What follows belongs to an exercise in optimizing a design on an open flow for small area, a short achievable clock period and few clock cycles per item; a production flow would make more cautious choices.
Where RTL was checked, it was by simulation tests only, not by an equivalence proof against the original.
Power is estimated from default activity; no workload was simulated.

==> inputs of 06-03 <==
// mul_top
module mul_top (
    input  logic        clk_i,
    input  logic        rst_i,
    input  logic        req_i,
    input  logic [31:0] op_a_i,
    input  logic [31:0] op_b_i,
    input  logic [2:0]  func3_i,
    output logic        ack_o,
    output logic [31:0] result_o
);
    logic              busy_q;     
    logic              fin_q;      
    logic [2:0]        cnt_q;
    logic              last_q;     
    logic [31:0]       a_q;
    logic              a32_q;      
    logic              ub_q;       
    logic              hi_q;       
    logic [31:0]       lo_q;       
    logic [46:0]       s_q;
    logic [46:0]       c_q;
    logic              cin_q;
    logic [3:0]        bone_q;     
    logic [3:0]        btwo_q;
    logic [3:0]        bneg_q;
    logic [33:0]       a_ext;
    logic [8:0]        win_cap;    
    logic [8:0]        win_nxt;    
  ...
make LEC_CHECK=0 CAP_MARGIN=20 CORE_MARGIN=2 CORE_UTILIZATION=45 PLACE_DENSITY=0.6 SETUP_SLACK_MARGIN=5 SLEW_MARGIN=20 finish   # period 8.2 ns
run.sh (not shown) runs the stock make flow with config.mk's settings and CLKGATE_MAP_FILE= SYNTH_SCRIPT=/design/flow/synth_recipe.tcl, a recipe that flattens the netlist after the stock synthesis.
==> inputs of 02-10, as changes to 06-03 <==
- SETUP_SLACK_MARGIN: 5 -> default
==> results.txt <==
status=complete, no violations; sequential share of cell area=25.13%; largest net degree at the start of global routing=75; non-clk buf share=7.228%; DR iter-0 viols=922; worst setup margin=4.840 ns; nonclk buf count=123; most frequent cells in the layout=203 x inv_1, 153 x fa_1, 139 x xnor2_1, 135 x a22oi_1, 102 x clkdlybuf4s50_1; routed wire length=41.87 mm; worst stage delay on the critical path=0.49 ns; combinational power share=60.8%; Crit Reg-Reg Endpoint=lo_q[31]; ant diodes=1; Clock buffer cells=24
Source of the figures above: 02-10

==> results.txt <==
routed wire length=41.10 mm; sequential share of cell area=25.09%; largest net degree at the start of global routing=79; status=complete, no violations; Clock buffer cells=18; non-clk buf share=7.285%; ant diodes=0; DR iter-0 viols=788; nonclk buf count=126; combinational power share=62.2%; Crit Reg-Reg Endpoint=lo_q[4]
Source of the figures above: 06-03

Testbench counts of 06-03, summed over its fixed seeds: cycles 34,455, items 4,800.
Testbench counts of 02-10, summed over its fixed seeds: cycles 34,455, items 4,800.

==> run B <==
Another version of the RTL of mul_top (not shown whole).
Settings: LEC_CHECK=0, CAP_MARGIN=20, CORE_MARGIN=2, CORE_UTILIZATION=45, CTS_BUF_LIST=sky130_fd_sc_hd__clkbuf_4 sky130_fd_sc_hd__clkbuf_8, PLACE_DENSITY=0.5, SETUP_SLACK_MARGIN=5, SLEW_MARGIN=20; clock period 8.2 ns.
standard.sh (not shown) runs the stock make flow with config.mk's settings and CLKGATE_MAP_FILE= SYNTH_SCRIPT=/design/flow/synth_recipe.tcl, a recipe that flattens the netlist after the stock synthesis.
==> flow/flow/run.sh <==
#!/bin/bash
# The standard layout (the standard.sh: same make targets and settings),
# except that the port buffers are the plain buf_1 instead of the buffer
# that buffer_ports picks by default.
set -euo pipefail
export BUFFER_PORTS_ARGS="-buffer_cell sky130_fd_sc_hd__buf_1"
bash standard.sh > standard.log 2>&1
==> inputs of run E, as changes to run B <==
==> flow/flow/run.sh (replaced) <==
#!/bin/bash
set -euo pipefail
export BUFFER_PORTS_ARGS="-buffer_cell sky130_fd_sc_hd__buf_1"
sed -e 's/ SETUP_SLACK_MARGIN=[^ ]*//' -e 's/ "\${@:-finish}"/ SETUP_SLACK_MARGIN=5.3 "\${@:-finish}"/' standard.sh > standard_margin.sh
grep -q "SETUP_SLACK_MARGIN=5.3" standard_margin.sh
bash standard_margin.sh > standard.log 2>&1
==> flow/config.mk (replaced) <==
export PLATFORM = sky130hd
export DESIGN_NAME = mul_top
export DESIGN_NICKNAME = mul_top
export VERILOG_FILES = /design/flow/design.v
export SDC_FILE = /design/flow/constraint.sdc
export NUM_CORES = 4
export LEC_CHECK = 0
export CAP_MARGIN = 20
export CORE_MARGIN = 2
export CORE_UTILIZATION = 40
export CTS_BUF_LIST = sky130_fd_sc_hd__clkbuf_4 sky130_fd_sc_hd__clkbuf_8
export PLACE_DENSITY = 0.6
export SLEW_MARGIN = 20
==> inputs of run F, as changes to run B <==
--- a/flow/design.v
+++ b/flow/design.v
@@ -461,15 +461,20 @@
             btwo_q  <= ntwo;
             bneg_q  <= nneg;
         end
     end
     always_ff @(posedge clk_i) begin
         if (!busy_q && !fin_q && !ack_o) begin
             lo_q <= op_b_i;
-        end else if (busy_q || (fin_q && !hi_q)) begin
+        end else if (busy_q) begin
             lo_q <= {low_sum[7:0], lo_q[31:8]};
         end else if (fin_q) begin
-            lo_q <= ub_q ? fsum[31:0] : fsum[39:8];
+            if (!hi_q)
+                lo_q <= {fsum[7:0], lo_q[31:8]};
+            else if (ub_q)
+                lo_q <= fsum[31:0];
+            else
+                lo_q <= fsum[39:8];
         end
     end
     assign result_o = lo_q;
 endmodule
==> flow/run.sh (new file) <==
#!/bin/bash
# synth_recipe.tcl (not shown) runs the flow's synth.tcl, then flattens the netlist and writes it again
# the make line also repeats each setting of config.mk as NAME=value (left out here)
make -C /OpenROAD-flow-scripts/flow DESIGN_CONFIG=/design/flow/config.mk WORK_HOME=/design/flow/orfs CLKGATE_MAP_FILE= SYNTH_SCRIPT=/design/flow/synth_recipe.tcl finish
==> flow/config.mk (replaced) <==
export PLATFORM = sky130hd
export DESIGN_NAME = mul_top
export DESIGN_NICKNAME = mul_top
export VERILOG_FILES = /design/flow/design.v
export SDC_FILE = /design/flow/constraint.sdc
export NUM_CORES = 4
export LEC_CHECK = 0
export CAP_MARGIN = 20
export CORE_MARGIN = 2
export CORE_UTILIZATION = 45
export PLACE_DENSITY = 0.6
export SETUP_SLACK_MARGIN = 5
export SLEW_MARGIN = 20
removed: flow/flow/run.sh
removed: flow/standard.sh
==> notes <==
Run E completed without violations. Run F completed with no timing, DRC or antenna violations. Run B finished clean. Area after synthesis is the same in run B and run E. Fmax: run E > run B > run F. Utilization: run E < run B < run F. Between run F and run E, the lower synthesized cell count is in run E (gap about 1.1%, measured against run E). Routed wire length: run F < run B < run E. Between run E and run B, the lower critical path depth is in run B (gap 1). Global-route usage: run B > run F > run E. Between run E and run F, the lower power is in run E (gap 0.54%, measured against run F).
==> figures <==
|  | run B | run F | run E |
|---|---|---|---|
| Run status | timing/DRC/antenna clean | timing/DRC/antenna clean | timing/DRC/antenna clean |
| Final area over synthesized area | 1.075x | 1.142x | 1.123x |
| Final worst path period share | 37.9% | 38.6% | 36.6% |
| Non-Clock Inverter Count | 97 | 102 | 97 |
| Cell with the most instances on the worst path | o21ai_1 | a21oi_1 | - |
| Vertical extent of the die | 174 µm | 175 µm | 185 µm |
| Area taken by multi-input logic gates | 8580 µm² | 8630 µm² | 8930 µm² |
| Share of the core filled with cells in the final layout | 49.0% | 52.2% | 45.3% |
| Share of the synthesized area in the top cell type | 20.9% | 20.7% | 20.9% |
| Wire length after detailed routing | 38.4 mm | 36.8 mm | 38.5 mm |
| Simple-gate share of the synthesized area | 8.75% | 9.57% | 8.75% |
| Horizontal extent of the die | 174 µm | 175 µm | 185 µm |
| Number of tap cells inserted | 384 | 384 | 442 |
| Most common cell after layout, fill and taps aside | a22oi_1 | dfxtp_1 | a22oi_1 |
| Met2 layer usage reported by global route | 39.9% | 35.0% | 33.3% |
| Clock power frac | 13.1% | 16.5% | 13.0% |
| Pin count of the biggest net entering global routing | 57 | 61 | 62 |
Testbench counts of run B, summed over its fixed seeds: cycles 34,455, items 4,800.
Testbench counts of run E, summed over its fixed seeds: cycles 34,455, items 4,800.
Only the layout flow was run in run F; the RTL was not checked for function there.

==> inputs of v3 <==
Another version of the RTL of mul_top (not shown whole).
export LEC_CHECK = 0
export CAP_MARGIN = 20
export CORE_MARGIN = 2
export CORE_UTILIZATION = 45
export PLACE_DENSITY = 0.6
export SETUP_SLACK_MARGIN = 5
export SLEW_MARGIN = 20
create_clock -name core_clock -period 8.2 [get_ports {clk_i}]
run.sh (not shown) runs the stock make flow with config.mk's settings and CLKGATE_MAP_FILE= SYNTH_SCRIPT=/design/flow/synth_recipe.tcl, a recipe that flattens the netlist after the stock synthesis.
Stock flow here: none of the scripts above is used.
==> v22 (differences from v3) <==
--- a/flow/design.v
+++ b/flow/design.v
@@ -17,24 +17,21 @@
     logic              a32_q;      
     logic              ub_q;       
     logic              hi_q;       
     logic [31:0]       lo_q;       
     logic [40:0]       s_q;
     logic [40:0]       c_q;
     logic              cin_q;
-    logic              first_q;    
     logic [3:0]        bone_q;     
     logic [3:0]        btwo_q;
     logic [3:0]        bneg_q;
     logic [33:0]       a_ext;
     logic [8:0]        win_cap;    
     logic [8:0]        win_nxt;    
     logic [3:0]        cone, ctwo, cneg, none, ntwo, nneg;
-    logic [32:0]       s_in;       
-    logic [32:0]       c_in;
     logic [40:0]       s_d;
     logic [40:0]       c_d;
     logic [8:0]        low_sum;
     logic [40:0]       fsum;
     logic              ub_d;
     logic              nxt_extra;
     logic              nxt_last;
@@ -74,80 +71,78 @@
     wire [33:0] pp0 = {~pv0[33], pv0[32:0]};
     wire [33:0] pv1 = (({34{bone_q[1]}} & a_ext) | ({34{btwo_q[1]}} & {a_ext[32:0], 1'b0})) ^ {34{bneg_q[1]}};
     wire [33:0] pp1 = {~pv1[33], pv1[32:0]};
     wire [33:0] pv2 = (({34{bone_q[2]}} & a_ext) | ({34{btwo_q[2]}} & {a_ext[32:0], 1'b0})) ^ {34{bneg_q[2]}};
     wire [33:0] pp2 = {~pv2[33], pv2[32:0]};
     wire [33:0] pv3 = (({34{bone_q[3]}} & a_ext) | ({34{btwo_q[3]}} & {a_ext[32:0], 1'b0})) ^ {34{bneg_q[3]}};
     wire [33:0] pp3 = {~pv3[33], pv3[32:0]};
-    assign s_in = first_q ? 33'h100000000 : s_q[40:8];
-    assign c_in = first_q ? 33'h0 : c_q[40:8];
-    wire hs1 = s_in[6] ^ c_in[6];
-    wire hc2 = s_in[6] & c_in[6];
-    wire hs3 = s_in[7] ^ c_in[7];
-    wire hc4 = s_in[7] & c_in[7];
-    wire hs5 = s_in[8] ^ c_in[8];
-    wire hc6 = s_in[8] & c_in[8];
-    wire hs7 = s_in[9] ^ c_in[9];
-    wire hc8 = s_in[9] & c_in[9];
-    wire hs9 = s_in[10] ^ c_in[10];
-    wire hc10 = s_in[10] & c_in[10];
-    wire hs11 = s_in[11] ^ c_in[11];
-    wire hc12 = s_in[11] & c_in[11];
-    wire hs13 = s_in[12] ^ c_in[12];
-    wire hc14 = s_in[12] & c_in[12];
-    wire hs15 = s_in[13] ^ c_in[13];
-    wire hc16 = s_in[13] & c_in[13];
-    wire hs17 = s_in[14] ^ c_in[14];
-    wire hc18 = s_in[14] & c_in[14];
-    wire hs19 = s_in[15] ^ c_in[15];
-    wire hc20 = s_in[15] & c_in[15];
-    wire hs21 = s_in[16] ^ c_in[16];
-    wire hc22 = s_in[16] & c_in[16];
-    wire hs23 = s_in[17] ^ c_in[17];
-    wire hc24 = s_in[17] & c_in[17];
-    wire hs25 = s_in[18] ^ c_in[18];
-    wire hc26 = s_in[18] & c_in[18];
-    wire hs27 = s_in[19] ^ c_in[19];
-    wire hc28 = s_in[19] & c_in[19];
-    wire hs29 = s_in[20] ^ c_in[20];
-    wire hc30 = s_in[20] & c_in[20];
-    wire hs31 = s_in[21] ^ c_in[21];
-    wire hc32 = s_in[21] & c_in[21];
-    wire hs33 = s_in[22] ^ c_in[22];
-    wire hc34 = s_in[22] & c_in[22];
-    wire hs35 = s_in[23] ^ c_in[23];
-    wire hc36 = s_in[23] & c_in[23];
-    wire hs37 = s_in[24] ^ c_in[24];
-    wire hc38 = s_in[24] & c_in[24];
-    wire hs39 = s_in[25] ^ c_in[25];
-    wire hc40 = s_in[25] & c_in[25];
-    wire hs41 = s_in[26] ^ c_in[26];
-    wire hc42 = s_in[26] & c_in[26];
-    wire hs43 = s_in[27] ^ c_in[27];
-    wire hc44 = s_in[27] & c_in[27];
-    wire hs45 = s_in[28] ^ c_in[28];
-    wire hc46 = s_in[28] & c_in[28];
-    wire hs47 = s_in[29] ^ c_in[29];
-    wire hc48 = s_in[29] & c_in[29];
-    wire hs49 = s_in[30] ^ c_in[30];
-    wire hc50 = s_in[30] & c_in[30];
-    wire hs51 = s_in[31] ^ c_in[31];
-    wire hc52 = s_in[31] & c_in[31];
-    wire fs53 = ~(c_in[32] ^ s_in[32]);
-    wire fc54 = c_in[32] | s_in[32];
-    wire hs55 = s_in[2] ^ c_in[2];
-    wire hc56 = s_in[2] & c_in[2];
-    wire hs57 = s_in[3] ^ c_in[3];
-    wire hc58 = s_in[3] & c_in[3];
-    wire fs59 = s_in[4] ^ c_in[4] ^ bneg_q[2];
-    wire fc60 = (s_in[4] & c_in[4]) | (s_in[4] & bneg_q[2]) | (c_in[4] & bneg_q[2]);
+    wire hs1 = s_q[14] ^ c_q[14];
+    wire hc2 = s_q[14] & c_q[14];
+    wire hs3 = s_q[15] ^ c_q[15];
+    wire hc4 = s_q[15] & c_q[15];
+    wire hs5 = s_q[16] ^ c_q[16];
+    wire hc6 = s_q[16] & c_q[16];
+    wire hs7 = s_q[17] ^ c_q[17];
+    wire hc8 = s_q[17] & c_q[17];
+    wire hs9 = s_q[18] ^ c_q[18];
+    wire hc10 = s_q[18] & c_q[18];
+    wire hs11 = s_q[19] ^ c_q[19];
+    wire hc12 = s_q[19] & c_q[19];
+    wire hs13 = s_q[20] ^ c_q[20];
+    wire hc14 = s_q[20] & c_q[20];
+    wire hs15 = s_q[21] ^ c_q[21];
+    wire hc16 = s_q[21] & c_q[21];
+    wire hs17 = s_q[22] ^ c_q[22];
+    wire hc18 = s_q[22] & c_q[22];
+    wire hs19 = s_q[23] ^ c_q[23];
+    wire hc20 = s_q[23] & c_q[23];
+    wire hs21 = s_q[24] ^ c_q[24];
+    wire hc22 = s_q[24] & c_q[24];
+    wire hs23 = s_q[25] ^ c_q[25];
+    wire hc24 = s_q[25] & c_q[25];
+    wire hs25 = s_q[26] ^ c_q[26];
+    wire hc26 = s_q[26] & c_q[26];
+    wire hs27 = s_q[27] ^ c_q[27];
+    wire hc28 = s_q[27] & c_q[27];
+    wire hs29 = s_q[28] ^ c_q[28];
+    wire hc30 = s_q[28] & c_q[28];
+    wire hs31 = s_q[29] ^ c_q[29];
+    wire hc32 = s_q[29] & c_q[29];
+    wire hs33 = s_q[30] ^ c_q[30];
+    wire hc34 = s_q[30] & c_q[30];
+    wire hs35 = s_q[31] ^ c_q[31];
+    wire hc36 = s_q[31] & c_q[31];
+    wire hs37 = s_q[32] ^ c_q[32];
+    wire hc38 = s_q[32] & c_q[32];
+    wire hs39 = s_q[33] ^ c_q[33];
+    wire hc40 = s_q[33] & c_q[33];
+    wire hs41 = s_q[34] ^ c_q[34];
+    wire hc42 = s_q[34] & c_q[34];
+    wire hs43 = s_q[35] ^ c_q[35];
+    wire hc44 = s_q[35] & c_q[35];
+    wire hs45 = s_q[36] ^ c_q[36];
+    wire hc46 = s_q[36] & c_q[36];
+    wire hs47 = s_q[37] ^ c_q[37];
+    wire hc48 = s_q[37] & c_q[37];
+    wire hs49 = s_q[38] ^ c_q[38];
+    wire hc50 = s_q[38] & c_q[38];
+    wire hs51 = s_q[39] ^ c_q[39];
+    wire hc52 = s_q[39] & c_q[39];
+    wire fs53 = ~(c_q[40] ^ s_q[40]);
+    wire fc54 = c_q[40] | s_q[40];
+    wire hs55 = s_q[10] ^ c_q[10];
+    wire hc56 = s_q[10] & c_q[10];
+    wire hs57 = s_q[11] ^ c_q[11];
+    wire hc58 = s_q[11] & c_q[11];
+    wire fs59 = s_q[12] ^ c_q[12] ^ bneg_q[2];
+    wire fc60 = (s_q[12] & c_q[12]) | (s_q[12] & bneg_q[2]) | (c_q[12] & bneg_q[2]);
     wire hs61 = pp0[4] ^ pp1[2];
     wire hc62 = pp0[4] & pp1[2];
-    wire fs63 = s_in[5] ^ c_in[5] ^ pp0[5];
-    wire fc64 = (s_in[5] & c_in[5]) | (s_in[5] & pp0[5]) | (c_in[5] & pp0[5]);
+    wire fs63 = s_q[13] ^ c_q[13] ^ pp0[5];
+    wire fc64 = (s_q[13] & c_q[13]) | (s_q[13] & pp0[5]) | (c_q[13] & pp0[5]);
     wire hs65 = pp1[3] ^ pp2[1];
     wire hc66 = pp1[3] & pp2[1];
     wire fs67 = bneg_q[3] ^ hs1 ^ pp0[6];
     wire fc68 = (bneg_q[3] & hs1) | (bneg_q[3] & pp0[6]) | (hs1 & pp0[6]);
     wire fs69 = pp1[4] ^ pp2[2] ^ pp3[0];
     wire fc70 = (pp1[4] & pp2[2]) | (pp1[4] & pp3[0]) | (pp2[2] & pp3[0]);
     wire fs71 = hc2 ^ hs3 ^ pp0[7];
@@ -256,18 +251,18 @@
     wire fc174 = (pp2[28] & pp3[26]) | (pp2[28] & fs53) | (pp3[26] & fs53);
     wire fs175 = pp0[33] ^ pp1[31] ^ pp2[29];
     wire fc176 = (pp0[33] & pp1[31]) | (pp0[33] & pp2[29]) | (pp1[31] & pp2[29]);
     wire hs177 = pp3[27] ^ fc54;
     wire hc178 = pp3[27] & fc54;
     wire fs179 = ~(pp2[30] ^ pp1[32]);
     wire fc180 = pp2[30] | pp1[32];
-    wire hs181 = s_in[0] ^ c_in[0];
-    wire hc182 = s_in[0] & c_in[0];
-    wire hs183 = s_in[1] ^ c_in[1];
-    wire hc184 = s_in[1] & c_in[1];
+    wire hs181 = s_q[8] ^ c_q[8];
+    wire hc182 = s_q[8] & c_q[8];
+    wire hs183 = s_q[9] ^ c_q[9];
+    wire hc184 = s_q[9] & c_q[9];
     wire fs185 = bneg_q[1] ^ hs55 ^ pp0[2];
     wire fc186 = (bneg_q[1] & hs55) | (bneg_q[1] & pp0[2]) | (hs55 & pp0[2]);
     wire fs187 = hc56 ^ hs57 ^ pp0[3];
     wire fc188 = (hc56 & hs57) | (hc56 & pp0[3]) | (hs57 & pp0[3]);
     wire fs189 = hc58 ^ pp2[0] ^ fs59;
     wire fc190 = (hc58 & pp2[0]) | (hc58 & fs59) | (pp2[0] & fs59);
     wire fs191 = fc60 ^ hc62 ^ hs65;
@@ -443,27 +438,29 @@
     always_ff @(posedge clk_i) begin
         a_q   <= op_a_i;
         a32_q <= op_a_i[31] & (func3_i != 3'd3);
         ub_q  <= ub_d;
         hi_q  <= (func3_i == 3'd1) | (func3_i == 3'd2) | (func3_i == 3'd3);
     end
     always_ff @(posedge clk_i) begin
-        first_q <= !busy_q && !fin_q && !ack_o;
-        s_q     <= s_d;
-        c_q     <= c_d;
-        cin_q   <= low_sum[8] & ~first_q;
         if (!busy_q && !fin_q && !ack_o) begin
             cnt_q   <= '0;
             last_q  <= 1'b0;
+            s_q     <= 41'h10000000000;
+            c_q     <= '0;
+            cin_q   <= 1'b0;
             bone_q  <= cone;
             btwo_q  <= ctwo;
             bneg_q  <= cneg;
         end else begin
             cnt_q   <= cnt_q + 1'b1;
             last_q  <= nxt_last;
+            s_q     <= s_d;
+            c_q     <= c_d;
+            cin_q   <= low_sum[8];
             bone_q  <= none;
             btwo_q  <= ntwo;
             bneg_q  <= nneg;
         end
     end
     always_ff @(posedge clk_i) begin
         if (!busy_q && !fin_q && !ack_o) begin
==> flow/flow/run.sh (new file) <==
#!/bin/bash
# The standard layout (the standard.sh: same make targets and settings),
# except that the port buffers are the plain buf_1 instead of the buffer
# that buffer_ports picks by default.
set -euo pipefail
export BUFFER_PORTS_ARGS="-buffer_cell sky130_fd_sc_hd__buf_1"
bash standard.sh > standard.log 2>&1
==> flow/standard.sh (new file) <==
#!/bin/bash
# synth_recipe.tcl (not shown) runs the flow's synth.tcl, then flattens the netlist and writes it again
# the make line also repeats each setting of config.mk as NAME=value (left out here)
make -C /OpenROAD-flow-scripts/flow DESIGN_CONFIG=/design/flow/config.mk WORK_HOME=/design/flow/orfs CLKGATE_MAP_FILE= SYNTH_SCRIPT=/design/flow/synth_recipe.tcl "${@:-finish}"
removed: flow/run.sh
==> out/metrics.yaml <==
p_comb_frac: 0.586
synth_fa_ha_area_frac: 0.270
yosysTopAreaCell: "fa_1"
p_sw_uw: 2230
ys_seq_area_frac: 0.269
power_uw: 4870
track_usage: 0.243
synthTopCellsByCount: "inv_1 (176), fa_1 (154), xnor2_1 (139)"
outcome: "finished clean"
pre_cts_slack_ns: 4.96
Source of the figures above: v22

==> out/metrics.yaml <==
yosysTopAreaCell: "dfxtp_1"
synthTopCellsByCount: "inv_1 (163), xnor2_1 (144), dfxtp_1 (136)"
pre_cts_slack_ns: 4.53
outcome: "finished clean"
ys_seq_area_frac: 0.258
Source of the figures above: v3

Testbench counts of v22, summed over its fixed seeds: cycles 34,455, items 4,800.
No functional check of the RTL was part of v3.

==> re-timing with driven ports <==
No port has a modelled driver above. Below, the same layouts with a new extraction and two added sets of constraints. Step 1 sets driving cells, clkbuf_16 on the clock port and buf_2 on the other inputs (assumed; they add their load-dependent delay and slew). Step 2 times the ports against the registers' clock, not the clock port: input delays grow and output delays shrink by t, the midpoint of the rising clock arrivals with the driver on. a / b / c = no drivers / after step 1 / after step 2; a / b = the first two.
run | t, ns | setup slack, ns | worst setup path at the end | worst slew at a driven data input, ns | pins driven straight from the clock port
06-03 | 0.500 | 5.082 / 5.029 / 5.095 | register to register | 0.04 | 1
02-10 | 0.498 | 4.840 / 4.840 / 4.840 | register to register | 0.04 | 1
run B | 0.510 | 5.095 / 5.095 / 5.095 | register to register | 0.04 | 1
run E | 0.524 | 5.200 / 5.200 / 5.200 | register to register | 0.05 | 1
run F | 0.488 | 5.038 / 5.019 / 5.038 | register to register | 0.05 | 1
v3 | 0.492 | 5.075 / 5.024 / 4.954 | input to register | 0.05 | 1
v22 | 0.486 | 5.077 / 5.077 / 5.077 | register to register | 0.06 | 1
After both steps every run listed still meets setup and hold. For v3, which loses most, drivers alone change the setup slack by -0.051 ns; drivers and shift together by -0.121 ns.
